From an optimization exercise on the open Yosys and OpenROAD flow, aimed at small area, a short achievable clock period and few clock cycles per item; shortcuts taken in it are not production practice.
Only simulation tests tie the RTL to the original design; equivalence was not proved.
Power figures rest on the tool's default switching activity, not on a simulated workload.

## flow/design.v (module list and top-level ports; edited modules follow where they fit)
// module running_mean_stddev: 257 lines
// module rms_add32: 215 lines
// module rms_add34: 226 lines
// module rms_add35: 230 lines
// module rms_sk64: 652 lines
// module rms_add65: 440 lines
// module rms_sqacc: 646 lines
module running_mean_stddev #(
    parameter int MAX_COUNT   = 65536,
    parameter int FRAC_BITS   = 16
) (
    input  logic        aclk,
    input  logic        aresetn,
    input  logic        s_axis_tvalid,
    output logic        s_axis_tready,
    input  logic [15:0] s_axis_tdata,    
    input  logic        s_axis_tlast,
    output logic        m_axis_tvalid,
    input  logic        m_axis_tready,
    output logic [87:0] m_axis_tdata,    
    input  logic        psel,
    input  logic        penable,
    input  logic        pwrite,
    input  logic [1:0]  paddr,
    input  logic [31:0] pwdata,
    output logic [31:0] prdata,
    output logic        pready
);
  // ...
==> flow/run.sh <==
#!/bin/bash
# synth_recipe.tcl (not shown) runs the flow's synth.tcl, then flattens the netlist and writes it again
# the make line also repeats each setting of config.mk as NAME=value (left out here)
make -C /OpenROAD-flow-scripts/flow DESIGN_CONFIG=/design/flow/config.mk WORK_HOME=/design/flow/orfs CLKGATE_MAP_FILE= SYNTH_SCRIPT=/design/flow/synth_recipe.tcl finish
==> flow/config.mk <==
export PLATFORM = sky130hd
export DESIGN_NAME = running_mean_stddev
export DESIGN_NICKNAME = running_mean_stddev
export VERILOG_FILES = /design/flow/design.v
export SDC_FILE = /design/flow/constraint.sdc
export NUM_CORES = 4
export LEC_CHECK = 0
export ABC_AREA = 1
export CAP_MARGIN = 20
export CORE_MARGIN = 2
export CORE_UTILIZATION = 50
export SETUP_SLACK_MARGIN = 5
export SLEW_MARGIN = 20
==> flow/constraint.sdc <==
create_clock -name core_clock -period 11.0 [get_ports {aclk}]
set_input_delay 2.2000 -clock core_clock [delete_from_list [all_inputs] [get_ports {aclk}]]
set_output_delay 2.2000 -clock core_clock [all_outputs]
set_load 0.01 [all_outputs]
==> results.py, run 1 <==
metrics = {
    "status": {
        "status": "complete, no violations",
    },
    "yosys": {
        "synth_top_family_by_area": "adder cells",
        "synth_top_area_frac": 0.214,
        "synth_xor_area_frac": 0.0588,
        "synth_cells": 5081,
        "synth_warnings": 1,
        "muxShareOfSynthArea": 0,
        "yosys.area_share.simple": 0.127,
        "avgSynthCellArea_um2": 8.85,
    },
    "flow_run": {
        "drv_cap": 0,
    },
    "worst_setup_path": {
        "setup.worst_path.end": "sum_reg[31]",
        "worst-r2r-setup-slack_ns": 5.60,
    },
    "timing": {
        "relSlewSlack": 0.294,
        "tightest_slew_ns": 1.06,
        "setup_viol": 0,
    },
    "place": {
        "dp.final_hpwl_um": 80300,
        "pre_cts_ws_ns": 4.79,
    },
    "layout": {
        "buffer_area_frac": 0.0277,
        "post_route_cells_drive_above_1_share": 0.0439,
        "areaGrowthSynthToFinish_pct": 10.6,
        "final.clkbuf_count": 104,
    },
    "route": {
        "wirelength_um": 107000,
    },
    "cts": {
        "cts_sinks": 673,
        "cts_setup_buffers": 0,
    },
    "grt": {
        "grt_max_degree": 79,
        "overflow": 0,
    },
    "pwr": {
        "vdd_drop_max_mv": 0.192,
    },
    "min_path": {
        "holdPathEnd": "bL[4]",
        "hold_class": "register to register",
    },
}
Testbench counts, summed over its fixed seeds: cycles 12,376, items 320.
==> run 2, diff against run 1 <==
--- a/flow/config.mk
+++ b/flow/config.mk
@@ -9,5 +9,6 @@
 export CAP_MARGIN = 20
 export CORE_MARGIN = 2
 export CORE_UTILIZATION = 50
+export GPL_ROUTABILITY_DRIVEN = 0
 export SETUP_SLACK_MARGIN = 5
 export SLEW_MARGIN = 20
==> run 2 against run 1 <==
Against the previous run:
- register-to-register slack barely moved
- still clean on timing, DRC and antenna
- synthesized cell count unchanged
- critical path depth unchanged
==> results.py, run 2 <==
metrics = {
    "status": {
        "status": "complete, no violations",
    },
    "timing": {
        "tightest_slew_ns": 1.06,
        "whs_ns": 0.428,
        "setup_tns_ns": 0,
        "maxSlewViolCount": 0,
        "period_share": 0.490,
        "setup_viol": 0,
        "rsz0062_at_grt": "false",
        "hold_violations": 0,
        "fmax_mhz": 185,
        "fin_skew_ns": 0.0255,
        "min_period_ns": 5.40,
        "relSlewSlack": 0.294,
    },
    "route": {
        "drt_iter0_drc": 2255,
        "routedWlPerCell_um": 16.8,
        "via_per_inst": 5.07,
        "wirelength_um": 107000,
        "ant_nets": 0,
        "dr.pass1.iters": 5,
        "drcViolationCount": 0,
        "route.vias.total": 32400,
    },
    "cts": {
        "cts_buffers": 80,
        "root_buffer": "clkbuf_16",
        "path_clk_slew_ns": 0.06,
        "cts_buffer_depth": 3,
        "cts_tree": "built",
        "cts_hold_buf": 0,
        "cts_sinks": 673,
        "clock_latency_ns": 0.65,
        "cts_max_level": 3,
    },
    "floorplanning": {
        "start_util": 0.507,
        "num_rows": 109,
        "ioPinCount": 181,
        "die_y_um": 304,
        "die_area_um2": 92400,
        "die_w_um": 304,
        "core_area_um2": 88800,
    },
    "pwr": {
        "p_leak_uw": 0.0228,
        "p_per_area_nw_per_um2": 323,
        "vdd_drop_max_mv": 0.192,
    },
    "min_path": {
        "hold_class": "register to register",
    },
    "yosys": {
        "synth_most_common_cell": "inv_1",
        "synthTopCellsByCount": "inv_1, nand2_1, nor2_1",
        "netlist_area_um2": 45000,
        "synth_cells": 5081,
        "ys_top_cells_by_area": "edfxtp_1, dfxtp_1, fa_1",
        "synth_top_area_frac": 0.214,
        "ys_seq_area_frac": 0.371,
        "synth_warnings": 1,
        "ys.flop_type": "dfxtp_1",
        "ys_ff_latch": 673,
        "synth_edf_count": 320,
        "yosys.area.top_type": "edfxtp_1",
        "async_flop_share": 0,
        "avgSynthCellArea_um2": 8.85,
        "ys_types": 68,
    },
    "worst_setup_path": {
        "critical-path-top-delay-family": "compound AO/OA/AOI/OAI gates",
        "cpPeakStageDelay_ns": 0.51,
        "crit_arrival_ns": 5.96,
        "slowest_stage": "dfxtp_4",
        "critPathMostFrequentCell": "nand2_1",
        "crit_path_end_kind": "register",
        "worst_ep_required_time_ns": 11.56,
        "worstSetupStartpointType": "register",
        "critical_path_class": "register to register",
        "crit_path_max_fanout": 17,
        "crit_buf_inv": 3,
    },
    "grt": {
        "overflow": 0,
        "grt_pass1_wl_um": 173000,
        "grt_max_degree": 79,
        "antenna_found_initial": 3,
        "grt_pass1_vias": 31700,
        "grt_use_total": 0.235,
    },
    "layout": {
        "post_route_cells_drive_above_1_share": 0.0439,
        "areaGrowthSynthToFinish_pct": 10.6,
        "fin_util": 0.560,
        "ff_latch_area_um2": 16700,
        "fillers": 8148,
        "diodes": 0,
        "nets": 5868,
        "fin_cells": 6386,
        "top_regs": "aN (64), bR (64), bP (62)",
        "final_cell_mix": "inv_1, nand2_1, nor2_1, o21ai_0, ha_1",
        "final_common_cell": "inv_1",
        "multi_input_area_um2": 23800,
    },
    "flow_run": {
        "drv_cap": 0,
    },
    "place": {
        "dp.final_hpwl_um": 80300,
        "portBuffers": 112,
        "dp_cells": 6235,
    },
}
-- run 2: cell counts after synthesis --
No cell type changed its count.
-- run 2: final timing paths --
check             slack, ns  cells after the start  start     endpoint
setup / recovery       5.60                     30  g_reg  sum_reg[31]
hold / removal         0.43                      2  bL[2]        bL[4]
setup reg to reg       5.60                     30  g_reg  sum_reg[31]
hold reg to reg        0.43                      2  bL[2]        bL[4]
-- run 2: kinds of logic after synthesis --
| group | after synthesis | synth area share |
|---|---|---|
| other | 2 | 0.000167 |
| AO/OA/AOI/OAI | 838 | 0.106 |
| adder cells (fa/ha/maj) | 655 | 0.233 |
| buffers and inverters | 1208 | 0.105 |
| flip-flops | 673 | 0.371 |
| XOR/XNOR | 302 | 0.0588 |
| AND/OR/NAND/NOR | 1403 | 0.127 |
-- run 2: worst min-delay path: stages, from the launching register on --
cell and delay, ns:
dfxtp_1 0.31, nand2_1 0.04, o21ai_0 0.05
-- run 2: per-stage QoR --
step	power [uW]	cell area, um2	setup slack, ns
after floorplan	11400	45100	5.22
after global placement	13300	47100	4.86
after detailed placement	13400	47100	4.79
after CTS	16200	49700	5.06
after global routing	17900	49700	5.02
final	16100	49700	5.60
-- run 2: power by group --
| part | total, uW | switching, uW | internal (uW) |
|---|---|---|---|
| logic | 9570 | 5560 | 4000 |
| clock network | 2670 | 1110 | 1560 |
| registers | 3820 | 367 | 3450 |
| total | 16100 | 7040 | 9020 |
-- run 2: final cells by class --
class / instances / share of cell area
Clock buffer: 104 / 0.0437
Clock inverter: 44 / 0.00836
Inverter: 1019 / 0.0771
Multi-Input combinational cell: 3235 / 0.478
Sequential cell: 673 / 0.336
Tap cell: 1165 / 0.0293
Timing Repair Buffer: 146 / 0.0277
-- run 2: what timing repair did --
item                                    4_1_cts  5_1_grt
buffers inserted                              0        3
endpoints found under the setup margin        8       42
resized for setup                             1        4
-- run 2: metal layers --
layer	wire length [um]	up-vias	global-route usage
met4	2830	6	0.0639
met2	50100	594	0.386
li1	-	16200	-
met3	4520	182	0.0318
met5	35	-	0
met1	50000	15400	0.327

[re-timing with driven ports]
No port has a modelled driver above. Below, the same layouts with a new extraction and two added sets of constraints.
Step 1: set_driving_cell puts a clkbuf_16 on aclk and a buf_2 on each other input, an assumption about the parent block.
Step 2 moves the port delays by t, midway between the first and last clock arrival at a register: inputs arrive t later, outputs are due t later. That takes back most of the time a late clock gives input paths.
Slacks: ideal ports / drivers / drivers and shift; pairs: ideal ports / drivers.
run | t (ns) | slack for setup (ns) | hold slack, ns | worst slew at a driven data input, ns
run 1 | 0.698 | 5.605 / 5.605 / 5.233 | 0.428 / 0.428 / 0.428 | 0.07
run 2 | 0.698 | 5.605 / 5.605 / 5.233 | 0.428 / 0.428 / 0.428 | 0.07
After both steps setup and hold are still met in every run listed.
